What follows belongs to an exercise in optimizing a design on an open flow for small area and a short achievable clock period; a production flow would make more cautious choices.
Function was not checked in any run shown here: the RTL went through the layout flow alone.
Power is estimated from default activity; no workload was simulated.

**flow/run.sh**
```bash
#!/bin/bash
# synth_recipe.tcl (not shown) runs the flow's synth.tcl, then flattens the netlist and writes it again
# the make line also repeats each setting of config.mk as NAME=value (left out here)
make -C /OpenROAD-flow-scripts/flow DESIGN_CONFIG=/design/flow/config.mk WORK_HOME=/design/flow/orfs CLKGATE_MAP_FILE= SYNTH_SCRIPT=/design/flow/synth_recipe.tcl finish
```
**flow/config.mk**
```make
export PLATFORM = sky130hd
export DESIGN_NAME = mecobo_core
export DESIGN_NICKNAME = mecobo_core
export VERILOG_FILES = /design/flow/design.v
export SDC_FILE = /design/flow/constraint.sdc
export NUM_CORES = 4
export LEC_CHECK = 0
export CAP_MARGIN = 20
export CORE_MARGIN = 2
export CORE_UTILIZATION = 40
export CTS_BUF_LIST = sky130_fd_sc_hd__clkbuf_16
export CTS_CLUSTER_DIAMETER = 60
export CTS_CLUSTER_SIZE = 30
export PLACE_DENSITY = 0.6
export SETUP_SLACK_MARGIN = 3.4
export SLEW_MARGIN = 20
```
**flow/constraint.sdc**
```tcl
create_clock -name core_clock -period 6.0 [get_ports {sys_clk}]
set_input_delay 1.2000 -clock core_clock [delete_from_list [all_inputs] [get_ports {sys_clk}]]
set_output_delay 1.2000 -clock core_clock [all_outputs]
set_load 0.01 [all_outputs]
```
**flow/design.v**
```verilog
package cmd_pkg;
  typedef enum logic [2:0] {
    op_set_mode   = 3'd0,
    op_set_period = 3'd1,
    op_set_duty   = 3'd2,
    op_sample     = 3'd3,
    op_reset_time = 3'd4
  } cmd_op_e;
  typedef struct packed {
    logic [31:0] exec_time;
    logic [3:0]  pin;
    cmd_op_e     op;
    logic [15:0] value;
  } cmd_t;
  typedef struct packed {
    logic        en;
    logic [3:0]  pin;
    cmd_op_e     op;
    logic [15:0] value;
  } cmd_bus_t;
endpackage
package pin_pkg;
  typedef enum logic [1:0] {
    mode_low  = 2'd0,
    mode_high = 2'd1,
    mode_pwm  = 2'd2
  } pin_mode_e;
  typedef struct packed {
    logic [11:0] stamp;
    logic [2:0]  pin;
    logic        level;
  } sample_t;
endpackage
`timescale 1ns/1ns
module cmd_fifo #(
  parameter int DEPTH = 16,
  parameter int WIDTH = 16
) (
  input  logic             sys_clk,
  input  logic             global_clock_reset,
  input  logic             push,
  input  logic [WIDTH-1:0] din,
  input  logic             pop,
  output logic [WIDTH-1:0] dout,
  output logic             valid,
  output logic             full
);
  localparam int AW = $clog2(DEPTH);
  logic [WIDTH-1:0] mem [DEPTH];
  logic [AW-1:0]    wr_ptr;
  logic [DEPTH-1:0] rd_oh;
  logic [AW:0]      count;
  logic             do_push;
  logic             do_pop;
  logic [AW:0]      count_inc;
  logic [AW:0]      count_dec;
  logic [AW:0]      count_pop;
  logic [AW:0]      count_nopop;
  for (genvar i = 0; i <= AW; i++) begin : g_cnt
    if (i == 0) begin : g_lsb
      assign count_inc[i] = !count[i];
      assign count_dec[i] = !count[i];
    end else begin : g_bit
      assign count_inc[i] = count[i] ^ (&count[i-1:0]);
      assign count_dec[i] = count[i] ^ !(|count[i-1:0]);
    end
  end
  assign full    = count[AW];
  assign valid   = (count != '0);
  assign do_push = push && !full;
  assign do_pop  = pop && valid;
  assign count_nopop = do_push ? count_inc : count;
  assign count_pop   = do_push ? (valid ? count : count_inc) : (valid ? count_dec : count);
  always_comb begin
    dout = '0;
    for (int k = 0; k < DEPTH; k++) begin
      dout = dout | (mem[k] & {WIDTH{rd_oh[k]}});
    end
  end
  always_ff @(posedge sys_clk) begin
    if (do_push) mem[wr_ptr] <= din;
  end
  always_ff @(posedge sys_clk) begin
    if (global_clock_reset) begin
      wr_ptr <= '0;
      rd_oh  <= DEPTH'(1);
      count  <= '0;
    end else begin
      if (do_push) wr_ptr <= wr_ptr + 1'b1;
      if (do_pop)  rd_oh <= {rd_oh[DEPTH-2:0], rd_oh[DEPTH-1]};
      count <= pop ? count_pop : count_nopop;
    end
  end
endmodule
`timescale 1ns/1ns
module host_bus
(
  input  logic        sys_clk,
  input  logic        global_clock_reset,
  input  logic        host_cs,
  input  logic        host_wr,
  input  logic [7:0]  host_addr,
  input  logic [15:0] host_wdata,
  output logic [15:0] host_rdata,
  output logic        cmd_push,
  output logic [52:0] cmd,
  input  logic        cmd_full,
  input  logic        cmd_empty,
  input  logic        sample_valid,
  input  logic [15:0] sample,
  input  logic        sample_overflow,
  output logic        sample_pop
);
  logic [15:0] time_lo;
  logic [15:0] time_hi;
  logic [3:0]  pin_q;
  logic [2:0]  op_q;
  logic [15:0] value_q;
  logic        cmd_overflow;
  logic        wr_access;
  logic        rd_access;
  logic        pd;
  logic [1:0]  kind;
  assign wr_access = host_cs && host_wr;
  assign rd_access = host_cs && !host_wr;
  assign pd   = (op_q == 3'd1 || op_q == 3'd2) && !pin_q[3];
  assign kind = (op_q == 3'd0 && !pin_q[3]) ? 2'd1 :
                (op_q == 3'd3) ? 2'd2 :
                (op_q == 3'd4) ? 2'd3 : 2'd0;
  assign cmd = {time_hi, time_lo, pd, op_q[1], pin_q[2:0], value_q[15:4],
                pd ? value_q[3:2] : kind, value_q[1:0]};
  assign sample_pop = rd_access && (host_addr == 8'd9) && sample_valid;
  always_ff @(posedge sys_clk) begin
    if (wr_access) begin
      case (host_addr)
        8'd0: time_lo <= host_wdata;
        8'd1: time_hi <= host_wdata;
        8'd2:     pin_q   <= host_wdata[3:0];
        8'd3:  op_q    <= host_wdata[2:0];
        8'd4:   value_q <= host_wdata;
        default: ;
      endcase
    end
  end
  always_ff @(posedge sys_clk) begin
    if (global_clock_reset) begin
      cmd_push     <= 1'b0;
      cmd_overflow <= 1'b0;
    end else begin
      cmd_push <= wr_access && (host_addr == 8'd5);
      if (cmd_push && cmd_full) cmd_overflow <= 1'b1;
    end
  end
  always_ff @(posedge sys_clk) begin
    case (host_addr)
      8'd0: host_rdata <= time_lo;
      8'd1: host_rdata <= time_hi;
      8'd2:     host_rdata <= {12'd0, pin_q};
      8'd3:  host_rdata <= {13'd0, op_q};
      8'd4:   host_rdata <= value_q;
      8'd8:
        host_rdata <= {11'd0, sample_overflow, sample_valid, cmd_overflow, cmd_full, cmd_empty};
      8'd9:  host_rdata <= sample_valid ? sample : 16'd0;
      default:              host_rdata <= 16'd0;
    endcase
  end
endmodule
`timescale 1ns/1ns
module scheduler
(
  input  logic        sys_clk,
  input  logic        global_clock_reset,
  input  logic        cmd_push,
  input  logic [52:0] cmd_in,
  output logic        cmd_full,
  output logic        cmd_empty,
  output logic [7:0]  bus_hit,       
  output logic        bus_period,
  output logic        bus_duty,
  output logic        bus_mode,
  output logic        bus_sample,
  output logic [2:0]  bus_pin,
  output logic [15:0] bus_value,
  output logic        bus_value_z,   
  output logic [11:0] stamp          
);
  localparam int MD = 14;
  logic [52:0]   mem [MD];
  logic [52:0]   head0;
  logic [52:0]   head1;
  logic [52:0]   mem_rd;
  logic [MD-1:0] rd_oh;
  logic [MD-1:0] wr_oh;
  logic [4:0]    count;
  logic [31:0]   time_p1;            
  logic          due;
  logic          n0, n1, n2, nge2, nge3;
  logic          push_ok;
  logic          is_rst;
  logic          h_pd;
  logic [1:0]    h_kind;
  logic [31:0]   cmp_time;
  logic          cmp_ge;
  logic          cmp_z;
  logic          cmp_valid;
  logic          due_n;
  logic [4:0]    count_n;
  logic [4:0]    count_inc;
  logic [4:0]    count_dec;
  for (genvar i = 0; i < 5; i++) begin : g_cnt
    if (i == 0) begin : g_lsb
      assign count_inc[i] = !count[i];
      assign count_dec[i] = !count[i];
    end else begin : g_bit
      assign count_inc[i] = count[i] ^ (&count[i-1:0]);
      assign count_dec[i] = count[i] ^ !(|count[i-1:0]);
    end
  end
  assign cmd_full  = count[4];
  assign cmd_empty = n0;
  assign push_ok   = cmd_push && !count[4];
  assign h_pd   = head0[20];
  assign h_kind = head0[3:2];
  assign is_rst = !h_pd && (h_kind == 2'd3);
  always_comb begin
    mem_rd = '0;
    for (int k = 0; k < MD; k++) begin
      mem_rd = mem_rd | (mem[k] & {53{rd_oh[k]}});
    end
  end
  always_comb begin
    if (due ? n1 : n0) begin
      cmp_time  = cmd_in[52:21];
      cmp_valid = push_ok;
    end else begin
      cmp_time  = due ? head1[52:21] : head0[52:21];
      cmp_valid = 1'b1;
    end
  end
  assign cmp_ge = (time_p1 >= cmp_time);
  assign cmp_z  = (cmp_time == 32'd0);
  assign due_n  = cmp_valid && ((due && is_rst) ? cmp_z : cmp_ge);
  always_comb begin
    case ({push_ok, due})
      2'b10:   count_n = count_inc;
      2'b01:   count_n = count_dec;
      default: count_n = count;
    endcase
  end
  always_ff @(posedge sys_clk) begin
    for (int k = 0; k < MD; k++) begin
      if (push_ok && nge2 && wr_oh[k]) mem[k] <= cmd_in;
    end
  end
  always_ff @(posedge sys_clk) begin
    head0 <= due ? (n1 ? cmd_in : head1) : (n0 ? cmd_in : head0);
    head1 <= due ? (nge3 ? mem_rd : cmd_in) : (nge2 ? head1 : cmd_in);
  end
  always_ff @(posedge sys_clk) begin
    if (global_clock_reset) begin
      count   <= '0;
      n0      <= 1'b1;
      n1      <= 1'b0;
      n2      <= 1'b0;
      nge2    <= 1'b0;
      nge3    <= 1'b0;
      rd_oh   <= MD'(1);
      wr_oh   <= MD'(1);
      due     <= 1'b0;
      time_p1 <= 32'd1;
    end else begin
      count   <= count_n;
      n0      <= (count_n == 5'd0);
      n1      <= (count_n == 5'd1);
      n2      <= (count_n == 5'd2);
      nge2    <= (count_n >= 5'd2);
      nge3    <= (count_n >= 5'd3);
      if (push_ok && nge2) wr_oh <= {wr_oh[MD-2:0], wr_oh[MD-1]};
      if (due && (nge3 || (n2 && push_ok))) rd_oh <= {rd_oh[MD-2:0], rd_oh[MD-1]};
      due     <= due_n;
      time_p1 <= (due && is_rst) ? 32'd1 : time_p1 + 32'd1;
    end
  end
  assign stamp = time_p1[11:0] - 12'd1;
  always_ff @(posedge sys_clk) begin
    if (global_clock_reset) begin
      bus_hit    <= '0;
      bus_sample <= 1'b0;
    end else begin
      for (int i = 0; i < 8; i++) begin
        bus_hit[i] <= due && (h_pd || h_kind == 2'd1) && (head0[18:16] == 3'(i));
      end
      bus_sample <= due && !h_pd && (h_kind == 2'd2);
    end
  end
  always_ff @(posedge sys_clk) begin
    bus_period <= h_pd && !head0[19];
    bus_duty   <= h_pd && head0[19];
    bus_mode   <= !h_pd;
    bus_pin    <= head0[18:16];
    bus_value  <= head0[15:0];
    bus_value_z <= (head0[15:0] == 16'd0);
  end
endmodule
`timescale 1ns/1ns
module pin_control
(
  input  logic        sys_clk,
  input  logic        global_clock_reset,
  input  logic        hit,
  input  logic        bus_period,
  input  logic        bus_duty,
  input  logic        bus_mode,
  input  logic [15:0] bus_value,
  input  logic [15:0] per1_d,        
  input  logic [15:0] duty_d,        
  input  logic        value_nz,      
  input  logic        lt_set,        
  output logic [15:0] cnt1,
  output logic        pin
);
  logic        is_high;
  logic        is_pwm;
  logic [15:0] per1;
  logic [15:0] duty;
  logic        set_mode;
  logic        set_period;
  logic        set_duty;
  logic        high_n;
  logic        pwm_n;
  logic        step;
  logic        lt_n;
  logic        nz_n;
  assign set_period = hit && bus_period;
  assign set_duty   = hit && bus_duty;
  assign set_mode   = hit && bus_mode;
  assign high_n = set_mode ? (bus_value[1:0] == 2'd1) : is_high;
  assign pwm_n  = set_mode ? (bus_value[1:0] == 2'd2) : is_pwm;
  assign step   = is_pwm && (cnt1 != per1) && !set_period;
  assign lt_n   = set_duty ? lt_set : (pin && (cnt1 != duty));
  assign nz_n   = set_duty ? value_nz : (duty != 16'd0);
  always_ff @(posedge sys_clk) begin
    if (global_clock_reset || set_period) per1 <= per1_d;
    if (global_clock_reset || set_duty) duty <= duty_d;
  end
  always_ff @(posedge sys_clk) begin
    if (global_clock_reset) begin
      is_high <= 1'b0;
      is_pwm  <= 1'b0;
      cnt1    <= 16'd1;
      pin     <= 1'b0;
    end else begin
      is_high <= high_n;
      is_pwm  <= pwm_n;
      cnt1 <= step ? cnt1 + 16'd1 : 16'd1;
      pin  <= high_n || (pwm_n && (step ? lt_n : nz_n));
    end
  end
endmodule
`timescale 1ns/1ns
module sample_collector
(
  input  logic                         sys_clk,
  input  logic                         global_clock_reset,
  input  logic                         bus_sample,
  input  logic [2:0]                   bus_pin,
  input  logic [8-1:0]  pins,
  input  logic [11:0]                  stamp,
  input  logic                         sample_pop,
  output logic [15:0]                  sample,
  output logic                         sample_valid,
  output logic                         sample_overflow
);
  logic fifo_full;
  cmd_fifo #(
    .DEPTH (16),
    .WIDTH (16)
  ) i_sample_fifo (
    .sys_clk            (sys_clk),
    .global_clock_reset (global_clock_reset),
    .push               (bus_sample),
    .din                ({stamp, bus_pin, pins[bus_pin]}),
    .pop                (sample_pop),
    .dout               (sample),
    .valid              (sample_valid),
    .full               (fifo_full)
  );
  always_ff @(posedge sys_clk) begin
    if (global_clock_reset) begin
      sample_overflow <= 1'b0;
    end else if (bus_sample && fifo_full) begin
      sample_overflow <= 1'b1;
    end
  end
endmodule
`timescale 1ns/1ns
module mecobo_core
(
  input  logic                        sys_clk,
  input  logic                        global_clock_reset,
  input  logic                        host_cs,
  input  logic                        host_wr,
  input  logic [7:0]                  host_addr,
  input  logic [15:0]                 host_wdata,
  output logic [15:0]                 host_rdata,
  output logic [8-1:0] pins
);
  logic [52:0] cmd_in;
  logic        cmd_push;
  logic        cmd_full;
  logic        cmd_empty;
  logic [7:0]  bus_hit;
  logic        bus_period;
  logic        bus_duty;
  logic        bus_mode;
  logic        bus_sample;
  logic [2:0]  bus_pin;
  logic [15:0] bus_value;
  logic        bus_value_z;
  logic [15:0] value_p1;
  logic [15:0] per1_d;
  logic [15:0] duty_d;
  logic        value_nz;
  logic [11:0] stamp;
  logic [15:0] cnt1 [8];
  logic [15:0] cnt1_hit;
  logic        lt_set;
  logic [15:0] sample;
  logic        sample_valid;
  logic        sample_pop;
  logic        sample_overflow;
  host_bus i_host_bus (
    .sys_clk            (sys_clk),
    .global_clock_reset (global_clock_reset),
    .host_cs            (host_cs),
    .host_wr            (host_wr),
    .host_addr          (host_addr),
    .host_wdata         (host_wdata),
    .host_rdata         (host_rdata),
    .cmd_push           (cmd_push),
    .cmd                (cmd_in),
    .cmd_full           (cmd_full),
    .cmd_empty          (cmd_empty),
    .sample_valid       (sample_valid),
    .sample             (sample),
    .sample_overflow    (sample_overflow),
    .sample_pop         (sample_pop)
  );
  scheduler i_scheduler (
    .sys_clk            (sys_clk),
    .global_clock_reset (global_clock_reset),
    .cmd_push           (cmd_push),
    .cmd_in             (cmd_in),
    .cmd_full           (cmd_full),
    .cmd_empty          (cmd_empty),
    .bus_hit            (bus_hit),
    .bus_period         (bus_period),
    .bus_duty           (bus_duty),
    .bus_mode           (bus_mode),
    .bus_sample         (bus_sample),
    .bus_pin            (bus_pin),
    .bus_value          (bus_value),
    .bus_value_z        (bus_value_z),
    .stamp              (stamp)
  );
  assign value_nz = !bus_value_z;
  assign value_p1 = {bus_value[15:1], bus_value[0] || !value_nz};
  assign per1_d   = global_clock_reset ? 16'd1 : value_p1;
  assign duty_d   = global_clock_reset ? 16'd0 : bus_value;
  always_comb begin
    cnt1_hit = '0;
    for (int i = 0; i < 8; i++) begin
      cnt1_hit = cnt1_hit | (cnt1[i] & {16{bus_hit[i]}});
    end
  end
  assign lt_set = (cnt1_hit < bus_value);
  for (genvar i = 0; i < 8; i++) begin : g_pin
    pin_control i_pin_control (
      .sys_clk            (sys_clk),
      .global_clock_reset (global_clock_reset),
      .hit                (bus_hit[i]),
      .bus_period         (bus_period),
      .bus_duty           (bus_duty),
      .bus_mode           (bus_mode),
      .bus_value          (bus_value),
      .per1_d             (per1_d),
      .duty_d             (duty_d),
      .value_nz           (value_nz),
      .lt_set             (lt_set),
      .cnt1               (cnt1[i]),
      .pin                (pins[i])
    );
  end
  sample_collector i_sample_collector (
    .sys_clk            (sys_clk),
    .global_clock_reset (global_clock_reset),
    .bus_sample         (bus_sample),
    .bus_pin            (bus_pin),
    .pins               (pins),
    .stamp              (stamp),
    .sample_pop         (sample_pop),
    .sample             (sample),
    .sample_valid       (sample_valid),
    .sample_overflow    (sample_overflow)
  );
endmodule
```
==> run_results.csv, run 1 <==
group,metric,value,unit
run_status,outcome,"finished clean",
min_path,hp-class,"register to register",
clock_tree,clkSlewWorstSetupHoldPaths,0.09,ns
route,wl,200.9,mm
critical_path,arrival,3.48,ns
critical_path,crit_family,"compound AO/OA/AOI/OAI gates",
critical_path,endpoint_kind,"register",
power_and_ir_drop,power.density,288.5,nW/um^2
cells_and_area,finalNonFillerCells,6996,
floorplan,coreArea,167000,sq um
synthesis,synthSimpleGateAreaFrac,8.683,%
global_routing,overflow,0,
clock_tree,cts_inserted_buffers,116,
synthesis,synth_top_family_by_area,"compound AO/OA/AOI/OAI gates",
power_and_ir_drop,p_leak,25.79,nW
cells_and_area,num-nets-final,4784,
synthesis,yosysUniqueCellTypes,59,
global_routing,grt_pass1_wl,285.3,mm
global_routing,grt_max_degree,73,
global_routing,track_usage,22.92,%
cells_and_area,nFillCells,14640,
cells_and_area,final_core_util,45.54,%
floorplan,die_w,413.9,microns
timing,setup_violations,0,
critical_path,path_buf_inv,1,
synthesis,synthAdderAreaFrac,1.262,%
route,drtPass1Iterations,6,
synthesis,avgSynthCellArea,14.42,sq um
timing,fin_crit,2.842,ns
synthesis,synth_cells,4660,
cells_and_area,drive_above_1_share,14.13,%
floorplan,rows,150,
route,num_vias,41990,
cells_and_area,layout.cells.most_common_list,"1,415 x edfxtp_1, 345 x xor2_1, 308 x nand2_1, 308 x nor2_1, 303 x a22oi_1",
clock_tree,h-tree-depth,3,
clock_tree,cts_tree,"yes",
synthesis,syn-cell-area,67210,sq um
placement,dpl.cell_count,6697,
critical_path,slowest_stage,"dfxtp_4",
synthesis,synth-compound-area-share,9.552,%
timing,timing.fmax,351.9,MHz
timing,slew_headroom,20.04,%
synthesis,synth_xor_xnor_area_share,5.434,%
flow_run,cap_violations,0,
cells_and_area,area_growth,13.18,%
clock_tree,cts_root_buf,"clkbuf_16",
clock_tree,clockBufferDepth,3,
placement,hpwl,117.5,mm
timing,tightestPinTransition,1.198,ns
critical_path,crit_fanout,7,
global_routing,antenna_found_initial,11,
critical_path,cp_data_required_time,6.64,ns
synthesis,syn_nets,4755,
placement,port_buffers,51,
synthesis,async_flop_share,0,%
synthesis,muxShareOfSynthArea,0.7465,%
route,ant_nets,0,
power_and_ir_drop,vdd_drop_max,277.5,uV
timing,skew,0.08678,ns
synthesis,ys.flop_type,"edfxtp_1",
cells_and_area,layout.cells.most_common,"edfxtp_1",
timing,rsz0062_at_grt,"yes",
placement,gp_congestion,0.9048,
placement,place_area,70300,sq um
synthesis,ys_warn_count,8,
floorplan,dieArea,171300,sq um
global_routing,grt_pass1_vias,39730,
synthesis,ys_seq_area_share,72.13,%
floorplan,die-height,413.9,microns
timing,hold_viol_final,0,
clock_tree,clk_latency,0.80,ns
critical_path,cp-start-kind,"register",
timing,whs,0.3815,ns
floorplan,io_pins,52,
timing,finalCritPeriodShare,47.36,%
critical_path,critical_path.max_stage_delay,0.42,ns
floorplan,initial_core_util,40.24,%
cells_and_area,fin_area,76070,sq um
clock_tree,clock-sinks,1714,
route,wl_per_cell,28.72,microns
route,vias_per_cell,6.002,
critical_path,cp_cell_sequence,"buf_4, mux2_4, a221oi_4, ha_1, nand3_2, nor4_4, o221ai_1, o211ai_1, a31oi_1, a2111oi_2",
timing,slew_viol_final,0,
synthesis,synth_edf_count,1415,
route,first_iter_violations,5212,
timing,fin_tns_setup,0,ns
clock_tree,cts_hold_buffers,0,
synthesis,synth-seq-cells,1714,
critical_path,crit_type,"register to register",
route,drc,0,
-- worst reg2reg max path, cell delays in order, from the launching register on --
cell and delay, ns:
dfxtp_4 0.42, buf_4 0.13, mux2_4 0.37, a221oi_4 0.41, ha_1 0.23, nand3_2 0.13
nor4_4 0.33, o221ai_1 0.18, o211ai_1 0.14, a31oi_1 0.08, a2111oi_2 0.30
-- flip-flops by register name, summed over array words and instances (netlist names), 14 cells and up --
signal                                  count
i_scheduler.mem                           742
i_sample_collector.i_sample_fifo.mem      256
g_pin.i_pin_control.cnt1                  128
g_pin.i_pin_control.duty                  128
g_pin.i_pin_control.per1                  128
i_scheduler.head0                          53
i_scheduler.head1                          53
i_scheduler.time_p1                        32
i_host_bus.host_rdata                      16
i_host_bus.time_hi                         16
i_host_bus.time_lo                         16
i_host_bus.value_q                         16
i_sample_collector.i_sample_fifo.rd_oh     16
i_scheduler.bus_value                      16
i_scheduler.rd_oh                          14
i_scheduler.wr_oh                          14
-- per-layer routing --
| layer | wire length [microns] | GRT usage (%) | vias up |
|---|---|---|---|
| li1 | - | - | 17950 |
| met1 | 83910 | 32.86 | 21540 |
| met2 | 91660 | 35.77 | 2141 |
| met3 | 19280 | 4.177 | 361 |
| met4 | 5987 | 6.372 | 6 |
| met5 | 92 | 0 | - |
-- what timing repair did --
item                                   in CTS  in global routing
gates cloned                                3                  8
resized for setup                         226                 88
buffers inserted                           22                 45
pin swaps                                  25                 27
endpoints found under the hold margin       0                  0
setup endpoints to repair                 753                160
-- path summary, 6_finish.rpt --
kind | start | end | slack, ns | cells past startpoint
worst max-delay path | i_scheduler.due | i_scheduler.due | 3.16 | 10
worst min-delay path | i_scheduler.head0[13] | i_scheduler.bus_value[13] | 0.38 | 0
worst max register to register | i_scheduler.due | i_scheduler.due | 3.16 | 10
worst min register to register | i_scheduler.head0[13] | i_scheduler.bus_value[13] | 0.38 | 0
-- through the flow --
stage	total power, mW	setup slack (ns)
CTS	22.02	2.854
finish	21.94	3.158
global route	22.48	3.053
floorplan	13.34	3.164
global placement	13.47	2.081
detailed placement	13.48	2.031
-- logic make-up after synthesis --
kind of cell,after synthesis
buffers and inverters,379
AOI/OAI and AO/OA,843
and+or+nand+nor,1196
adders and majority gates,68
muxes,43
DFF,1714
xor gates and xnor gates,417
-- layout make-up --
type | instances | area, sq um | share of cell area [%]
timing repair buffer | 232 | 2074 | 2.727
clock buffer | 120 | 3003 | 3.948
inverter | 51 | 265.3 | 0.3487
sequential | 1714 | 48610 | 63.90
antenna | 1 | 2.502 | 0.003290
tap | 2204 | 2758 | 3.625
multi-input combinational | 2574 | 18170 | 23.89
clock inverter | 100 | 1186 | 1.559
-- Yosys cell counts (17+ instances only) --
library cell / number / share of area [%]
a22oi_1: 323 / 3.6
and3_1: 125 / 1.2
a31oi_1: 69 / 0.64
edfxtp_1: 1415 / 63
clkbuf_1: 254 / 1.4
o21ai_0: 24 / 0.18
nand4_1: 84 / 0.78
xor2_1: 350 / 4.6
buf_1: 57 / 0.32
or3_1: 17 / 0.16
a22o_1: 99 / 1.3
and2_1: 18 / 0.17
and3b_1: 21 / 0.27
a21o_1: 25 / 0.28
nand3_1: 88 / 0.66
ha_1: 67 / 1.2
nor4_1: 110 / 1.0
nor3_1: 20 / 0.15
mux2i_1: 34 / 0.51
nor2_1: 335 / 1.9
xnor2_1: 67 / 0.87
nand2_1: 309 / 1.7
nand2b_1: 25 / 0.23
dfxtp_1: 299 / 8.9
a21oi_1: 75 / 0.56
a221oi_1: 175 / 2.3
inv_1: 51 / 0.28
-- where the power goes --
part           internal, mW  switching, mW
registers              12.9         0.0566
logic                0.0941          0.213
clock network          4.01           4.72
total                  17.0           4.98
==> inputs of run 2 (changes only) <==
--- a/flow/config.mk
+++ b/flow/config.mk
@@ -8,9 +8,9 @@
 export CAP_MARGIN = 20
 export CORE_MARGIN = 2
-export CORE_UTILIZATION = 40
+export CORE_UTILIZATION = 55
 export CTS_BUF_LIST = sky130_fd_sc_hd__clkbuf_16
 export CTS_CLUSTER_DIAMETER = 60
 export CTS_CLUSTER_SIZE = 30
-export PLACE_DENSITY = 0.6
+export PLACE_DENSITY = 0.7
 export SETUP_SLACK_MARGIN = 3.4
 export SLEW_MARGIN = 20
==> run 2 against run 1 <==
- highest routed layer unchanged
- largest cell class unchanged
- final cell count shrank 8.4%
- still clean
- register-to-register slack gained 0.08 ns
- combinational power grew 1%
- worst hold slack lost 0.010 ns
- clock power shrank 3.8%
- critical path depth shrank 1
- synthesized cell count is the same
- critical path type unchanged
- clock-buffer cell count shrank 4
- global-route usage grew 6.8 points
- wire length shrank 5.1%
- setup slack gained 0.085 ns
==> run_results.csv, run 2 <==
group,metric,value,unit
route,first_iter_violations,5779,
timing,whs,0.3711,ns
floorplan,die_w,353.6,microns
floorplan,io_pins,52,
critical_path,cp_common_cell,"a2111oi_2",
synthesis,synth_common_cells,"1,415 x edfxtp_1, 350 x xor2_1, 335 x nor2_1, 323 x a22oi_1, 309 x nand2_1",
route,wl_met1,74.57,mm
run_status,outcome,"finished clean",
synthesis,async_flop_share,0,%
timing,finalCritPeriodShare,45.95,%
synthesis,yosysMostFrequentCell,"edfxtp_1",
timing,tightestPinTransition,1.130,ns
placement,hpwl,113.9,mm
route,drc,0,
clock_tree,cts_hold_buffers,0,
global_routing,grt_pass1_vias,39220,
route,ant_nets,0,
route,vias_per_cell,6.546,
synthesis,syn-cell-area,67210,sq um
timing,rsz0062_at_grt,"yes",
cells_and_area,drive_above_1_share,12.60,%
synthesis,synth_top_area_cell,"edfxtp_1",
placement,port_buffers,51,
synthesis,synthTopCellsByArea,"edfxtp_1 63%, dfxtp_1 8.9%, xor2_1 4.6%",
route,wl,190.7,mm
critical_path,arrival,3.40,ns
flow_run,cap_violations,0,
clock_tree,cts_root_buf,"clkbuf_16",
synthesis,ys_warn_count,8,
critical_path,cp-start-kind,"register",
clock_tree,clkSlewWorstSetupHoldPaths,0.08,ns
cells_and_area,max_flop_register,"i_scheduler.mem",
synthesis,synth_top_area_share,63.22,%
floorplan,coreArea,121600,sq um
synthesis,synth_edf_count,1415,
route,wl_per_cell,29.77,microns
timing,fin_tns_setup,0,ns
cells_and_area,layout.cells.most_common_list,"1,415 x edfxtp_1, 344 x xor2_1, 329 x nor2_1",
power_and_ir_drop,power.density,288.3,nW/um^2
route,num_vias,41930,
route,highest_layer,"met5",
cells_and_area,reg_top3,"i_scheduler.mem x742, i_sample_collector.i_sample_fifo.mem x256",
clock_tree,cts_tree,"yes",
global_routing,track_usage,29.75,%
synthesis,syn_nets,4755,
timing,fin_crit,2.757,ns
clock_tree,clockBufferDepth,3,
global_routing,grt_pass1_wl,271.0,mm
synthesis,synth-seq-cells,1714,
cells_and_area,num-nets-final,4775,
timing,timing.fmax,362.7,MHz
global_routing,overflow,0,
synthesis,ys.flop_type,"edfxtp_1",
global_routing,grt_max_degree,77,
critical_path,slowest_stage,"dfxtp_4",
timing,hold_viol_final,0,
floorplan,rows,128,
power_and_ir_drop,power.total,21.62,mW
floorplan,die-height,353.6,microns
min_path,hp-class,"register to register",
placement,gp_congestion,0.9622,
clock_tree,h-tree-depth,3,
synthesis,synth_cells,4660,
clock_tree,clock-sinks,1714,
floorplan,initial_core_util,55.29,%
floorplan,dieArea,125000,sq um
placement,dp_slack,2.251,ns
synthesis,avgSynthCellArea,14.42,sq um
route,drtPass1Iterations,8,
critical_path,crit_fanout,8,
timing,skew,0.05433,ns
cells_and_area,largest_reg_flops,742,
timing,slew_headroom,24.36,%
critical_path,crit_type,"register to register",
clock_tree,clk_latency,0.78,ns
critical_path,critical_path.max_stage_delay,0.44,ns
route,wl_met3,21.10,mm
route,met2_length,86.10,mm
cells_and_area,area_growth,11.58,%
critical_path,cp_data_required_time,6.64,ns
critical_path,cp_cell_sequence,"mux2_4, a221oi_4, ha_4, a211oi_2, o21ai_1, a2111oi_2, o31ai_2, a31oi_1, a2111oi_2",
critical_path,crit_family,"compound AO/OA/AOI/OAI gates",
cells_and_area,layout.cells.most_common,"edfxtp_1",
power_and_ir_drop,vdd_drop_max,349.9,uV
placement,dpl.cell_count,6106,
timing,slew_viol_final,0,
critical_path,endpoint_kind,"register",
global_routing,antenna_found_initial,9,
clock_tree,cts_inserted_buffers,112,
cells_and_area,finalNonFillerCells,6405,
cells_and_area,nFillCells,8816,
timing,setup_violations,0,
synthesis,yosysUniqueCellTypes,59,
power_and_ir_drop,p_leak,25.75,nW
synthesis,ys_seq_area_share,72.13,%
timing,fin_ws,3.243,ns
critical_path,path_buf_inv,0,
[run 2: cell count changes in the layout (fill, tap and decap cells not counted), sizes merged, moves of 5 or more]
| cell | before | now |
|---|---|---|
| buf | 195 | 180 |
| clkdlybuf4s15 | 5 | 16 |
| clkdlybuf4s50 | 26 | 18 |
| dlymetal6s2s | 0 | 8 |
| inv | 91 | 83 |
| bufinv | 1 | 6 |
| clkbuf | 125 | 120 |
[run 2: path summary, 6_finish.rpt]
check | start | endpoint | slack (ns) | depth (start not counted)
min reg2reg | i_scheduler.head0[13] | i_scheduler.bus_value[13] | 0.37 | 0
min | i_scheduler.head0[13] | i_scheduler.bus_value[13] | 0.37 | 0
max | i_scheduler.due | i_scheduler.due | 3.24 | 9
max reg2reg | i_scheduler.due | i_scheduler.due | 3.24 | 9
[run 2: cell type report]
| type | instances | area, sq um | area share [%] |
|---|---|---|---|
| clock inverter | 97 | 1091 | 1.455 |
| multi-input combinational | 2574 | 18040 | 24.06 |
| clock buffer | 116 | 2903 | 3.871 |
| sequential | 1714 | 48590 | 64.79 |
| antenna | 1 | 2.502 | 0.003337 |
| inverter | 51 | 265.3 | 0.3537 |
| tap | 1625 | 2033 | 2.711 |
| timing repair buffer | 227 | 2068 | 2.758 |
[run 2: metrics by stage]
stage                     utilization [%]  cell area [sq um]
after CTS                           61.04              74190
after global placement              57.11              69420
after floorplan                         -              67380
after detailed placement            57.12              69430
after global routing                61.69              74990
final                               61.69              74990
[run 2: worst register-to-register path: cells and delay by family, from the launching register on]
| family | cells | cell delay (ns) |
|---|---|---|
| multiplexers | 1 | 0.41 |
| flip-flops | 1 | 0.44 |
| AO/OA/AOI/OAI | 7 | 1.51 |
| adder cells (fa/ha/maj) | 1 | 0.26 |
[run 2: cells by family (layout without fill, tap and decap cells)]
kind of cell | count (synthesis) | in the layout | synth area share [%]
flops | 1714 | 1714 | 72.13
simple gates | 1196 | 1201 | 8.683
compound gates | 843 | 843 | 9.552
xor+xnor | 417 | 417 | 5.434
buf+inv | 379 | 491 | 2.197
fa+ha+maj | 68 | 68 | 1.262
mux | 43 | 45 | 0.7465
other cells | 0 | 1 | 0
[run 2: repair_timing]
action / 4_1_cts / 5_1_grt
endpoints found under the setup margin: 683 / 426
pin swaps: 26 / 32
gates resized for setup: 208 / 73
hold endpoints to repair: 0 / 0
gates cloned: 8 / 5
buffers inserted: 18 / 54
[run 2: routing by layer]
| metal | track usage (%) | vias to the layer above |
|---|---|---|
| met3 | 5.211 | 434 |
| met1 | 42.11 | 21010 |
| met5 | 0 | - |
| li1 | - | 17900 |
| met4 | 12.14 | 6 |
| met2 | 46.07 | 2574 |
[run 2: report_power, final]
| part | internal, mW | leakage [nW] | switching (mW) |
|---|---|---|---|
| registers | 12.9 | 15.7 | 0.0562 |
| logic | 0.0978 | 8.11 | 0.213 |
| clock network | 4.01 | 1.97 | 4.39 |
==> inputs of run 3 (changes only) <==
--- a/flow/design.v
+++ b/flow/design.v
@@ -182,6 +182,10 @@
   output logic [2:0]  bus_pin,
   output logic [15:0] bus_value,
+  output logic [2:0]  head_pin,
   output logic        bus_value_z,   
-  output logic [11:0] stamp          
+  output logic [11:0] stamp,         
+  input  logic [15:0] cnt1_hd,
+  input  logic        step_hd,
+  output logic        bus_lt
 );
   localparam int MD = 14;
@@ -200,8 +204,5 @@
   logic          h_pd;
   logic [1:0]    h_kind;
-  logic [31:0]   cmp_time;
-  logic          cmp_ge;
-  logic          cmp_z;
-  logic          cmp_valid;
+  logic          ge_din, z_din, ge_h1, z_h1, eq_h0;
   logic          due_n;
   logic [4:0]    count_n;
@@ -229,16 +230,18 @@
     end
   end
+  assign ge_din = (time_p1 >= cmd_in[52:21]);
+  assign z_din  = (cmd_in[52:21] == 32'd0);
+  assign ge_h1  = (time_p1 >= head1[52:21]);
+  assign z_h1   = (head1[52:21] == 32'd0);
+  assign eq_h0  = (time_p1 == head0[52:21]);
   always_comb begin
-    if (due ? n1 : n0) begin
-      cmp_time  = cmd_in[52:21];
-      cmp_valid = push_ok;
+    if (due) begin
+      if (n1) due_n = push_ok && (is_rst ? z_din : ge_din);
+      else    due_n = is_rst ? z_h1 : ge_h1;
     end else begin
-      cmp_time  = due ? head1[52:21] : head0[52:21];
-      cmp_valid = 1'b1;
+      if (n0) due_n = push_ok && ge_din;
+      else    due_n = eq_h0;
     end
   end
-  assign cmp_ge = (time_p1 >= cmp_time);
-  assign cmp_z  = (cmp_time == 32'd0);
-  assign due_n  = cmp_valid && ((due && is_rst) ? cmp_z : cmp_ge);
   always_comb begin
     case ({push_ok, due})
@@ -283,4 +286,5 @@
   end
   assign stamp = time_p1[11:0] - 12'd1;
+  assign head_pin = head0[18:16];
   always_ff @(posedge sys_clk) begin
     if (global_clock_reset) begin
@@ -301,4 +305,6 @@
     bus_value  <= head0[15:0];
     bus_value_z <= (head0[15:0] == 16'd0);
+    bus_lt     <= (head0[15:0] != 16'd0) &&
+                  (step_hd ? (cnt1_hd < head0[15:0] - 16'd1) : (head0[15:1] != 15'd0));
   end
 endmodule
@@ -318,4 +324,5 @@
   input  logic        lt_set,        
   output logic [15:0] cnt1,
+  output logic        step,
   output logic        pin
 );
@@ -329,5 +336,4 @@
   logic        high_n;
   logic        pwm_n;
-  logic        step;
   logic        lt_n;
   logic        nz_n;
@@ -424,5 +430,8 @@
   logic [11:0] stamp;
   logic [15:0] cnt1 [8];
-  logic [15:0] cnt1_hit;
+  logic [8-1:0] step;
+  logic [2:0]  head_pin;
+  logic [15:0] cnt1_hd;
+  logic        step_hd;
   logic        lt_set;
   logic [15:0] sample;
@@ -462,5 +471,9 @@
     .bus_value          (bus_value),
     .bus_value_z        (bus_value_z),
-    .stamp              (stamp)
+    .stamp              (stamp),
+    .head_pin           (head_pin),
+    .cnt1_hd            (cnt1_hd),
+    .step_hd            (step_hd),
+    .bus_lt             (lt_set)
   );
   assign value_nz = !bus_value_z;
@@ -468,11 +481,6 @@
   assign per1_d   = global_clock_reset ? 16'd1 : value_p1;
   assign duty_d   = global_clock_reset ? 16'd0 : bus_value;
-  always_comb begin
-    cnt1_hit = '0;
-    for (int i = 0; i < 8; i++) begin
-      cnt1_hit = cnt1_hit | (cnt1[i] & {16{bus_hit[i]}});
-    end
-  end
-  assign lt_set = (cnt1_hit < bus_value);
+  assign cnt1_hd = cnt1[head_pin];
+  assign step_hd = step[head_pin];
   for (genvar i = 0; i < 8; i++) begin : g_pin
     pin_control i_pin_control (
@@ -489,4 +497,5 @@
       .lt_set             (lt_set),
       .cnt1               (cnt1[i]),
+      .step               (step[i]),
       .pin                (pins[i])
     );
==> run 3 against run 2 <==
- non-clock buffer count increased by 2
- register-to-register slack got worse by 0.18 ns
- sequential share of layout area decreased by 1.1 points
- setup slack got worse by 0.18 ns
- final cell count increased by 4.6%
==> run_results.csv, run 3 <==
group,metric,value,unit
run_status,outcome,"finished clean",
timing,fin_crit,2.935,ns
synthesis,synth-compound-area-share,9.145,%
power_and_ir_drop,vdd_drop_max,344.3,uV
synthesis,synth_xor_xnor_area_share,5.803,%
synthesis,yosysMostFrequentCell,"edfxtp_1",
global_routing,grt_pass1_vias,41440,
clock_tree,cts_root_buf,"clkbuf_16",
critical_path,crit_type,"register to register",
floorplan,dieArea,128000,sq um
route,drtPass1Iterations,7,
clock_tree,clock-sinks,1715,
floorplan,die-height,357.7,microns
global_routing,track_usage,31.42,%
synthesis,ys_seq_area_share,70.47,%
cells_and_area,num-nets-final,5085,
global_routing,grt_pass1_wl,289.7,mm
synthesis,avgSynthCellArea,13.96,sq um
cells_and_area,layout.cells.most_common_list,"1,415 x edfxtp_1, 364 x xor2_1, 340 x nand2_1",
power_and_ir_drop,p_sw,4.811,mW
critical_path,cp-start-kind,"register",
power_and_ir_drop,p_leak,26.53,nW
route,vias_per_cell,6.525,
power_and_ir_drop,intPower,17.12,mW
power_and_ir_drop,p_comb_share,1.4,%
min_path,hp-class,"register to register",
cells_and_area,drive_above_1_share,12.27,%
floorplan,io_pins,52,
synthesis,synth_top_area_share,61.74,%
synthesis,syn-cell-area,68820,sq um
synthesis,yosysUniqueCellTypes,77,
synthesis,synthAdderAreaFrac,1.818,%
timing,whs,0.4374,ns
critical_path,crit_fanout,4,
critical_path,cp_cell_sequence,"or4_4, nor4_4, nand2_2, buf_6, xor2_1, ha_1, a21o_1, a21o_1, a21oi_1, o21ai_1, a211oi_1, o21ai_1, mux2i_1",
timing,tightestPinTransition,1.229,ns
synthesis,synthSimpleGateAreaFrac,9.063,%
synthesis,synth_common_cells,"1,415 x edfxtp_1, 369 x xor2_1, 343 x nand2_1, 319 x nor2_1, 306 x a22oi_1",
synthesis,synth_edf_count,1415,
synthesis,ys.flop_type,"edfxtp_1",
route,first_iter_violations,6653,
synthesis,synthTopCellsByArea,"edfxtp_1 62%, dfxtp_1 8.7%, xor2_1 4.7%",
timing,timing.fmax,340.7,MHz
clock_tree,h-tree-depth,3,
synthesis,ys_warn_count,8,
synthesis,async_flop_share,0,%
power_and_ir_drop,power.density,287.5,nW/um^2
critical_path,path_buf_inv,1,
power_and_ir_drop,seq_power_share,58.9,%
timing,finalCritPeriodShare,48.92,%
critical_path,arrival,3.63,ns
synthesis,synth_top_family_by_area,"compound AO/OA/AOI/OAI gates",
timing,slew_viol_final,0,
cells_and_area,area_growth,10.84,%
cells_and_area,largest_reg_flops,742,
global_routing,grt_max_degree,65,
critical_path,cp_data_required_time,6.69,ns
clock_tree,cts_tree,"yes",
cells_and_area,max_flop_register,"i_scheduler.mem",
clock_tree,cts_inserted_buffers,111,
placement,port_buffers,51,
floorplan,initial_core_util,55.52,%
timing,fin_tns_setup,0,ns
clock_tree,clockBufferDepth,3,
global_routing,overflow,0,
critical_path,crit_family,"simple AND/OR/NAND/NOR gates",
cells_and_area,final_core_util,61.54,%
route,ant_nets,0,
placement,gp_congestion,0.9377,
clock_tree,clk_latency,0.79,ns
clock_tree,clkSlewWorstSetupHoldPaths,0.08,ns
power_and_ir_drop,switching_share,21.94,%
cells_and_area,nFillCells,9142,
floorplan,rows,129,
synthesis,synth_top_area_cell,"edfxtp_1",
floorplan,die_w,357.7,microns
synthesis,synth-seq-cells,1715,
route,num_vias,43700,
flow_run,cap_violations,0,
timing,setup_violations,0,
route,wl,202.0,mm
timing,skew,0.06062,ns
placement,hpwl,121.4,mm
critical_path,critical_path.max_stage_delay,0.57,ns
timing,rsz0062_at_grt,"yes",
cells_and_area,layout.cells.most_common,"edfxtp_1",
cells_and_area,reg_top3,"i_scheduler.mem x742, i_sample_collector.i_sample_fifo.mem x256",
timing,slew_headroom,17.90,%
power_and_ir_drop,clock_power_share,39.7,%
timing,hold_viol_final,0,
clock_tree,cts_hold_buffers,0,
synthesis,syn_nets,5058,
critical_path,endpoint_kind,"register",
global_routing,antenna_found_initial,16,
floorplan,coreArea,124000,sq um
route,drc,0,
synthesis,muxShareOfSynthArea,0.9581,%
synthesis,synth_cells,4930,
critical_path,slowest_stage,"or4_4",
route,wl_per_cell,30.16,microns
-- run 3: layout make-up --
cell class	count	area, sq um	area share, %
Clock inverter	97	1349	1.768
Tap cell	1637	2048	2.685
Antenna cell	6	15.01	0.01968
Inverter	118	506.7	0.6643
Multi-Input combinational cell	2773	18970	24.87
Clock buffer	113	2828	3.707
Sequential cell	1715	48580	63.69
Timing Repair inverter	9	60.06	0.07873
Timing Repair Buffer	229	1922	2.519
-- run 3: what timing repair did --
item                                    4_1_cts  5_1_grt
cloned                                       13        2
pin swaps                                    13       14
gates resized for setup                     202       49
endpoints found under the setup margin      835      226
buffers inserted                             51       11
hold endpoints to repair                      0        0
-- run 3: path summary, 6_finish.rpt --
| path | from | depth (start not counted) | slack [ns] | endpoint |
|---|---|---|---|---|
| worst max-delay path | i_scheduler.head0[3] | 13 | 3.07 | i_scheduler.bus_lt |
| worst min-delay path | i_scheduler.head0[19] | 1 | 0.44 | i_scheduler.bus_period |
| worst max register to register | i_scheduler.head0[3] | 13 | 3.07 | i_scheduler.bus_lt |
| worst min register to register | i_scheduler.head0[19] | 1 | 0.44 | i_scheduler.bus_period |
-- run 3: cell families (layout without fill, tap and decap cells) --
family,after synthesis,after routing
multiplexers,53,53
AND/OR/NAND/NOR,1292,1296
flip-flops,1715,1715
adder cells (fa/ha/maj),100,100
buffers and inverters,446,566
other,0,6
XOR/XNOR,456,456
AO/OA/AOI/OAI,868,868
-- run 3: power groups by stage --
stage	Sequential [mW]	Clock, mW	Combinational, mW
5_1_grt	12.9	9.21	0.328
6_report	12.9	8.71	0.303
3_3_place_gp	13.2	0	0.282
4_1_cts	12.9	8.78	0.294
3_5_place_dp	13.2	0	0.288
2_1_floorplan	13.2	0	0.170
-- run 3: per-layer routing --
| metal | track usage, % | vias to the layer above | part of all wire (%) |
|---|---|---|---|
| li1 | - | 18680 | - |
| met1 | 44.17 | 21880 | 39 |
| met2 | 48.13 | 2750 | 45 |
| met3 | 8.422 | 375 | 13 |
| met4 | 9.732 | 10 | 3.0 |
| met5 | 0 | - | 0.041 |
-- run 3: per-stage QoR --
step | worst slack [ns] | area [sq um] | instances | total power, mW
global placement | 1.469 | 71100 | 6403 | 13.48
CTS | 3.109 | 75980 | 6678 | 21.99
floorplan | 3.030 | 69060 | 4930 | 13.35
detailed placement | 1.540 | 71120 | 6404 | 13.48
finish | 3.065 | 76280 | 6697 | 21.93
global route | 2.901 | 76270 | 6693 | 22.46
==> inputs of run 4 (changes only) <==
--- a/flow/config.mk
+++ b/flow/config.mk
@@ -8,9 +8,9 @@
 export CAP_MARGIN = 20
 export CORE_MARGIN = 2
-export CORE_UTILIZATION = 55
+export CORE_UTILIZATION = 40
 export CTS_BUF_LIST = sky130_fd_sc_hd__clkbuf_16
 export CTS_CLUSTER_DIAMETER = 60
 export CTS_CLUSTER_SIZE = 30
-export PLACE_DENSITY = 0.7
+export PLACE_DENSITY = 0.6
 export SETUP_SLACK_MARGIN = 3.4
 export SLEW_MARGIN = 20
==> run 4 against run 3 <==
- still clean on timing, DRC and antenna
- fmax down 2.4%
- clock-buffer cell count up 3
- critical path depth up 1
- non-clock buffer count up 7
- die area up 37%
- clock power up 2%
- highest routed layer unchanged
==> run_results.csv, run 4 <==
group,metric,value,unit
clock_tree,cts_root_buf,"clkbuf_16",
timing,tightestPinTransition,1.181,ns
cells_and_area,layout.cells.most_common_list,"1,415 x edfxtp_1, 365 x xor2_1, 339 x nand2_1",
placement,port_buffers,51,
timing,slew_headroom,21.13,%
floorplan,die-height,418.8,microns
synthesis,synth_cells,4930,
timing,timing.fmax,332.4,MHz
clock_tree,clock-sinks,1715,
critical_path,crit_type,"register to register",
floorplan,io_pins,52,
run_status,outcome,"finished clean",
synthesis,synth_top_area_share,61.74,%
synthesis,syn-cell-area,68820,sq um
global_routing,overflow,0,
global_routing,use_met3,3.825,%
route,wl_per_cell,28.83,microns
synthesis,avgSynthCellArea,13.96,sq um
timing,fin_crit,3.008,ns
critical_path,cp-startpoint,"i_scheduler.head0[2]",
power_and_ir_drop,power.density,285.5,nW/um^2
route,ant_nets,0,
clock_tree,h-tree-depth,3,
power_and_ir_drop,power.total,22.10,mW
cells_and_area,drive_above_1_share,12.47,%
timing,slew_viol_final,0,
route,first_iter_violations,5045,
global_routing,use_met2,38.80,%
min_path,hold_end,"i_scheduler.bus_period",
floorplan,rows,152,
floorplan,coreArea,171400,sq um
synthesis,async_flop_share,0,%
placement,gp_congestion,0.9407,
clock_tree,clockBufferDepth,3,
min_path,min_from,"i_scheduler.head0[19]",
critical_path,r2r_slack,2.99,ns
timing,skew,0.05934,ns
route,vias_per_cell,5.835,
cells_and_area,area_growth,12.46,%
cells_and_area,layout.cells.most_common,"edfxtp_1",
power_and_ir_drop,vdd_drop_max,273.6,uV
synthesis,syn_nets,5058,
synthesis,yosysUniqueCellTypes,77,
synthesis,synth_common_cells,"1,415 x edfxtp_1, 369 x xor2_1, 343 x nand2_1, 319 x nor2_1, 306 x a22oi_1",
placement,place_area,72050,sq um
floorplan,initial_core_util,40.16,%
critical_path,rr_startpoint,"i_scheduler.head0[2]",
cells_and_area,largest_reg_flops,742,
timing,setup_violations,0,
clock_tree,cts_tree,"yes",
floorplan,die_w,418.8,microns
power_and_ir_drop,p_leak,26.67,nW
timing,whs,0.4273,ns
synthesis,ys_seq_area_share,70.47,%
clock_tree,clkSlewWorstSetupHoldPaths,0.08,ns
critical_path,arrival,3.70,ns
synthesis,synth-seq-cells,1715,
min_path,hold_path_depth,1,
min_path,hp-class,"register to register",
route,drc,0,
route,wl,212.9,mm
timing,finalCritPeriodShare,50.14,%
global_routing,antenna_found_initial,16,
cells_and_area,num-nets-final,5095,
flow_run,cap_violations,0,
global_routing,grt_pass1_wl,301.2,mm
critical_path,cp_data_required_time,6.69,ns
clock_tree,cts_inserted_buffers,115,
critical_path,rr_worst_depth,14,
cells_and_area,final_core_util,45.17,%
route,drtPass1Iterations,6,
clock_tree,clk_latency,0.81,ns
synthesis,ys.flop_type,"edfxtp_1",
global_routing,track_usage,23.87,%
synthesis,synthTopCellsByArea,"edfxtp_1 62%, dfxtp_1 8.7%, xor2_1 4.7%",
critical_path,r2r-end,"i_scheduler.bus_lt",
route,num_vias,43100,
floorplan,dieArea,175400,sq um
global_routing,grt_pass1_vias,41160,
cells_and_area,max_flop_register,"i_scheduler.mem",
clock_tree,cts_hold_buffers,0,
timing,fin_tns_setup,0,ns
placement,hpwl,128.6,mm
synthesis,ys_warn_count,8,
synthesis,synth_top_area_cell,"edfxtp_1",
cells_and_area,fin_area,77400,sq um
critical_path,cp-start-kind,"register",
critical_path,crit_fanout,4,
timing,rsz0062_at_grt,"yes",
global_routing,top_usage_layer,"met2",
global_routing,use_met1,31.72,%
critical_path,endpoint_kind,"register",
global_routing,grt_max_degree,74,
synthesis,synth_edf_count,1415,
timing,hold_viol_final,0,
cells_and_area,reg_top3,"i_scheduler.mem x742, i_sample_collector.i_sample_fifo.mem x256",
cells_and_area,nFillCells,15120,
synthesis,yosysMostFrequentCell,"edfxtp_1",
==> run 4: cell counts after synthesis <==
No cell type changed its count.
==> run 4: worst max-delay path by stage <==
stage | to | slack, ns
after floorplan | i_host_bus.time_lo[0] | 3.03
after global placement | i_sample_collector.i_sample_fifo.count[0] | 1.55
after detailed placement | i_sample_collector.i_sample_fifo.count[0] | 1.54
after CTS | i_scheduler.bus_lt | 3.04
after global routing | i_scheduler.bus_lt | 2.78
final | i_scheduler.bus_lt | 2.99
==> run 4: power breakdown <==
part / switching, mW / total [mW] / internal, mW
sequential: 0.0549 / 12.9 / 12.9
combinational: 0.214 / 0.303 / 0.0894
clock: 4.75 / 8.88 / 4.13
==> run 4: critical path, stage by stage, from the launching register on <==
cell and delay, ns:
edfxtp_1 0.43, buf_6 0.15, or4_4 0.52, nor4_4 0.27, nand2_2 0.17, nor2_4 0.14, xnor2_2 0.08, ha_1 0.31
a21o_1 0.16, a21o_1 0.16, a21oi_2 0.14, o21ai_2 0.07, a211oi_2 0.13, o21ai_1 0.08, mux2i_1 0.12
==> run 4: cells by family after synthesis <==
family	after synthesis	share of synthesized area, %
multiplexers	53	0.9581
adder cells (fa/ha/maj)	100	1.818
AO/OA/AOI/OAI	868	9.145
buffers and inverters	446	2.745
XOR/XNOR	456	5.803
flip-flops	1715	70.47
AND/OR/NAND/NOR	1292	9.063
==> run 4: cell type report <==
| type | instances | area (sq um) | share of cell area, % |
|---|---|---|---|
| Antenna cell | 9 | 22.52 | 0.02910 |
| Clock buffer | 116 | 2903 | 3.750 |
| Clock inverter | 101 | 1355 | 1.751 |
| Inverter | 118 | 503.0 | 0.6499 |
| Multi-Input combinational cell | 2773 | 18980 | 24.53 |
| Sequential cell | 1715 | 48600 | 62.79 |
| Tap cell | 2310 | 2890 | 3.734 |
| Timing Repair Buffer | 236 | 2091 | 2.701 |
| Timing Repair inverter | 8 | 55.05 | 0.07113 |
==> run 4: timing repair <==
action / in CTS / in global routing
gates resized for setup: 186 / 46
pin swaps: 6 / 23
setup buffers: 62 / 13
endpoints found under the setup margin: 530 / 410
cloned: 11 / 1
endpoints found under the hold margin: 0 / 0
==> run 4: layer usage <==
metal  up-vias  part of all wire [%]
met2      1931                    47
li1      18750                     -
met4        18                   4.9
met5         -                 0.056
met3       423                   7.8
met1     21980                    40
==> run 4: per-stage QoR <==
stage	instances	setup WS, ns
after global placement	7072	1.551
after detailed placement	7072	1.537
after CTS	7362	3.036
after global routing	7377	2.782
final	7386	2.992
after floorplan	4930	3.030
==> inputs of run 5 (changes only) <==
--- a/flow/design.v
+++ b/flow/design.v
@@ -184,8 +184,5 @@
   output logic [2:0]  head_pin,
   output logic        bus_value_z,   
-  output logic [11:0] stamp,         
-  input  logic [15:0] cnt1_hd,
-  input  logic        step_hd,
-  output logic        bus_lt
+  output logic [11:0] stamp          
 );
   localparam int MD = 14;
@@ -305,6 +302,4 @@
     bus_value  <= head0[15:0];
     bus_value_z <= (head0[15:0] == 16'd0);
-    bus_lt     <= (head0[15:0] != 16'd0) &&
-                  (step_hd ? (cnt1_hd < head0[15:0] - 16'd1) : (head0[15:1] != 15'd0));
   end
 endmodule
@@ -323,6 +318,5 @@
   input  logic        value_nz,      
   input  logic        lt_set,        
-  output logic [15:0] cnt1,
-  output logic        step,
+  output logic [15:0] cnt1_n,        
   output logic        pin
 );
@@ -336,4 +330,6 @@
   logic        high_n;
   logic        pwm_n;
+  logic        step;
+  logic [15:0] cnt1;
   logic        lt_n;
   logic        nz_n;
@@ -350,4 +346,5 @@
     if (global_clock_reset || set_duty) duty <= duty_d;
   end
+  assign cnt1_n = step ? cnt1 + 16'd1 : 16'd1;
   always_ff @(posedge sys_clk) begin
     if (global_clock_reset) begin
@@ -359,5 +356,5 @@
       is_high <= high_n;
       is_pwm  <= pwm_n;
-      cnt1 <= step ? cnt1 + 16'd1 : 16'd1;
+      cnt1 <= cnt1_n;
       pin  <= high_n || (pwm_n && (step ? lt_n : nz_n));
     end
@@ -429,9 +426,7 @@
   logic        value_nz;
   logic [11:0] stamp;
-  logic [15:0] cnt1 [8];
-  logic [8-1:0] step;
+  logic [15:0] cnt1_n [8];
   logic [2:0]  head_pin;
   logic [15:0] cnt1_hd;
-  logic        step_hd;
   logic        lt_set;
   logic [15:0] sample;
@@ -472,8 +467,5 @@
     .bus_value_z        (bus_value_z),
     .stamp              (stamp),
-    .head_pin           (head_pin),
-    .cnt1_hd            (cnt1_hd),
-    .step_hd            (step_hd),
-    .bus_lt             (lt_set)
+    .head_pin           (head_pin)
   );
   assign value_nz = !bus_value_z;
@@ -481,6 +473,8 @@
   assign per1_d   = global_clock_reset ? 16'd1 : value_p1;
   assign duty_d   = global_clock_reset ? 16'd0 : bus_value;
-  assign cnt1_hd = cnt1[head_pin];
-  assign step_hd = step[head_pin];
+  always_ff @(posedge sys_clk) begin
+    cnt1_hd <= cnt1_n[head_pin];
+  end
+  assign lt_set = (cnt1_hd < bus_value);
   for (genvar i = 0; i < 8; i++) begin : g_pin
     pin_control i_pin_control (
@@ -496,6 +490,5 @@
       .value_nz           (value_nz),
       .lt_set             (lt_set),
-      .cnt1               (cnt1[i]),
-      .step               (step[i]),
+      .cnt1_n             (cnt1_n[i]),
       .pin                (pins[i])
     );
--- a/flow/config.mk
+++ b/flow/config.mk
@@ -8,9 +8,9 @@
 export CAP_MARGIN = 20
 export CORE_MARGIN = 2
-export CORE_UTILIZATION = 40
+export CORE_UTILIZATION = 55
 export CTS_BUF_LIST = sky130_fd_sc_hd__clkbuf_16
 export CTS_CLUSTER_DIAMETER = 60
 export CTS_CLUSTER_SIZE = 30
-export PLACE_DENSITY = 0.6
+export PLACE_DENSITY = 0.7
 export SETUP_SLACK_MARGIN = 3.4
 export SLEW_MARGIN = 20
==> run 5 against run 4 <==
- power fell by 0.14%
- flip-flop and latch count rose by 15
- combinational power rose by 2%
- via count rose by 1.5%
- design area fell by 1.2%
- sequential share of layout area rose by 1.2 points
- core utilization rose by 17 points
- first-iteration DRC count rose by 36%
- still clean
- area after synthesis fell by 0.55%
- final cell count fell by 9.3%
- clock skew rose by 0.0052 ns
==> run_results.csv, run 5 <==
group,metric,value,unit
run_status,outcome,"finished clean",
cells_and_area,nFillCells,9110,
route,num_vias,43750,
route,met2_length,88.14,mm
critical_path,slowest_stage,"clkdlybuf4s50_1",
placement,hpwl,120.5,mm
synthesis,avgSynthCellArea,14.03,sq um
clock_tree,cts_tree,"yes",
global_routing,overflow,0,
placement,gp_congestion,0.9720,
global_routing,grt_pass1_vias,41160,
cells_and_area,area_growth,11.71,%
timing,skew,0.06458,ns
timing,timing.fmax,369.3,MHz
synthesis,synth-seq-cells,1730,
cells_and_area,num-nets-final,5088,
floorplan,coreArea,123600,sq um
floorplan,rows,129,
critical_path,critical_path.max_stage_delay,0.95,ns
critical_path,crit_fanout,16,
cells_and_area,drive_above_1_share,12.92,%
global_routing,track_usage,31.11,%
synthesis,ys_seq_area_share,71.29,%
synthesis,synth_common_cells,"1,415 x edfxtp_1, 375 x xor2_1, 342 x nand2_1, 315 x dfxtp_1, 312 x a22oi_1",
cells_and_area,layout.cells.most_common_list,"1,415 x edfxtp_1, 367 x xor2_1, 327 x nand2_1",
clock_tree,clockBufferDepth,3,
synthesis,ys_warn_count,8,
synthesis,ys.flop_type,"edfxtp_1",
synthesis,yosysUniqueCellTypes,73,
clock_tree,clock-sinks,1730,
timing,slew_viol_final,0,
synthesis,yosysMostFrequentCell,"edfxtp_1",
placement,port_buffers,51,
clock_tree,cts_inserted_buffers,114,
route,vias_per_cell,6.529,
synthesis,async_flop_share,0,%
synthesis,syn-cell-area,68450,sq um
timing,setup_violations,0,
route,drtPass1Iterations,6,
route,ant_nets,0,
synthesis,synth_top_area_cell,"edfxtp_1",
critical_path,path_buf_inv,2,
cells_and_area,reg_top3,"i_scheduler.mem x742, i_sample_collector.i_sample_fifo.mem x256",
synthesis,synth_cells,4877,
route,drc,0,
critical_path,cp_data_required_time,6.43,ns
timing,hold_viol_final,0,
critical_path,arrival,3.14,ns
global_routing,antenna_found_initial,7,
power_and_ir_drop,p_leak,26.64,nW
cells_and_area,layout.cells.most_common,"edfxtp_1",
clock_tree,cts_hold_buffers,0,
timing,fin_crit,2.708,ns
route,wl_met3,26.34,mm
clock_tree,clk_latency,0.78,ns
timing,rsz0062_at_grt,"yes",
critical_path,cp_cell_sequence,"clkdlybuf4s50_1, nand2_1, nor4_4, buf_4",
clock_tree,clkSlewWorstSetupHoldPaths,0.08,ns
clock_tree,h-tree-depth,3,
global_routing,grt_pass1_wl,286.6,mm
route,wl,200.1,mm
timing,whs,0.3759,ns
floorplan,die_w,356.8,microns
global_routing,grt_max_degree,64,
timing,slew_headroom,20.54,%
synthesis,synth_top_area_share,62.08,%
timing,finalCritPeriodShare,45.13,%
power_and_ir_drop,power.density,288.6,nW/um^2
route,highest_layer,"met5",
flow_run,cap_violations,0,
floorplan,dieArea,127300,sq um
critical_path,crit_type,"primary input to register",
floorplan,initial_core_util,55.36,%
critical_path,crit_family,"buffers and inverters",
timing,tightestPinTransition,1.188,ns
synthesis,synthTopCellsByArea,"edfxtp_1 62%, dfxtp_1 9.2%, xor2_1 4.8%",
synthesis,synth_edf_count,1415,
synthesis,syn_nets,5004,
cells_and_area,largest_reg_flops,742,
route,wl_met1,78.46,mm
power_and_ir_drop,vdd_drop_max,366.0,uV
critical_path,cp-start-kind,"primary input",
floorplan,die-height,356.8,microns
timing,fin_tns_setup,0,ns
clock_tree,cts_root_buf,"clkbuf_16",
min_path,hp-class,"register to register",
critical_path,endpoint_kind,"register",
route,first_iter_violations,6850,
floorplan,io_pins,52,
route,wl_per_cell,29.87,microns
power_and_ir_drop,power.total,22.07,mW
cells_and_area,max_flop_register,"i_scheduler.mem",
[run 5: final timing paths]
kind	slack (ns)	end	cells past startpoint	startpoint
hold reg to reg	0.38	i_scheduler.bus_value[11]	0	i_scheduler.head0[11]
setup / recovery	3.29	i_host_bus.value_q[2]	4	host_wr
hold / removal	0.38	i_scheduler.bus_value[11]	0	i_scheduler.head0[11]
setup reg to reg	3.33	i_sample_collector.i_sample_fifo.count[1]	9	i_sample_collector.i_sample_fifo.count[0]
[run 5: area by class of cell]
| type | instances | area, sq um | share of cell area, % |
|---|---|---|---|
| Tap cell | 1637 | 2048 | 2.679 |
| Timing Repair Buffer | 226 | 1881 | 2.460 |
| Multi-Input combinational cell | 2748 | 18770 | 24.55 |
| Sequential cell | 1730 | 48930 | 63.99 |
| Timing Repair inverter | 9 | 65.06 | 0.08510 |
| Clock inverter | 98 | 1232 | 1.612 |
| Inverter | 132 | 555.5 | 0.7266 |
| Antenna cell | 2 | 5.005 | 0.006546 |
| Clock buffer | 119 | 2978 | 3.895 |
[run 5: power by group]
group / switching (mW) / internal (mW) / leakage (nW)
clock network: 4.62 / 4.13 / 2.04
registers: 0.0575 / 13.0 / 15.8
logic: 0.219 / 0.0892 / 8.79
[run 5: logic make-up (layout without fill, tap and decap cells)]
family	after synthesis	count (layout)	share of synthesized area, %
AOI/OAI and AO/OA	877	877	9.285
buffers and inverters	401	584	2.278
DFF	1730	1730	71.29
other	0	2	0
muxes	16	16	0.2724
adders and majority gates	99	99	1.810
and+or+nand+nor	1306	1308	9.330
xor gates and xnor gates	448	448	5.733
[run 5: what timing repair did]
action                                  in CTS  in global routing
endpoints found under the setup margin     709                406
gates cloned                                11                  1
pin swaps                                   18                 33
buffers inserted                            60                 22
endpoints found under the hold margin        0                  0
resized for setup                          207                109
[run 5: worst register-to-register path: stages (launching register included)]
cell      delay (ns)
dfxtp_2         0.37
inv_1           0.05
ha_1            0.22
nor3b_1         0.15
ha_2            0.21
or4_4           0.59
or3b_4          0.48
nand2_4         0.12
a211oi_2        0.06
a311oi_1        0.29
[run 5: metal layers]
layer	global-route usage, %	vias up
met1	45.31	21770
met3	7.033	432
met5	0	-
li1	-	18680
met2	46.79	2865
met4	9.857	4
[run 5: stage by stage]
stage               std cells  area (sq um)  worst slack, ns  utilization, %
global placement         6387         70870            1.879           57.32
CTS                      6675         75860            3.171           61.36
global route             6699         76450            3.291           61.84
detailed placement       6387         70890            1.813           57.34
finish                   6701         76460            3.292           61.84
floorplan                4877         68590            2.739               -

## static timing again, ports no longer ideal
How much do the figures lean on ideal ports? The routed layouts below were timed once more, with nothing changed but the port constraints.
Step 1 (the two cells are an assumption about what drives the block):
set clk [get_ports {sys_clk}]
set_driving_cell -lib_cell sky130_fd_sc_hd__clkbuf_16 $clk
set_driving_cell -lib_cell sky130_fd_sc_hd__buf_2 [delete_from_list [all_inputs] $clk]
Step 2 moves the port delays by t, midway between the first and last clock arrival at a register: inputs arrive t later, outputs are due t later. That takes back most of the time a late clock gives input paths.
Slacks: ideal / step 1 / step 2; pairs: ideal / step 1.
run | t, ns | setup WS [ns] | worst hold slack (ns) | worst setup path after step 2 | worst register clock-pin slew, ns
run 1 | 0.837 | 3.158 / 3.158 / 2.628 | 0.381 / 0.381 / 0.381 | input to register | 0.10 / 0.10
run 2 | 0.838 | 3.243 / 3.243 / 2.744 | 0.371 / 0.371 / 0.371 | input to register | 0.10 / 0.10
run 3 | 0.830 | 3.065 / 3.065 / 2.612 | 0.437 / 0.437 / 0.437 | input to register | 0.11 / 0.11
run 4 | 0.859 | 2.992 / 2.992 / 2.619 | 0.427 / 0.427 / 0.427 | input to register | 0.10 / 0.10
run 5 | 0.811 | 3.292 / 3.325 / 2.513 | 0.376 / 0.376 / 0.376 | input to register | 0.10 / 0.10
After both steps every run listed still meets setup and hold. For run 5, which loses most, drivers alone change the setup slack by +0.033 ns; drivers and shift together by -0.779 ns.
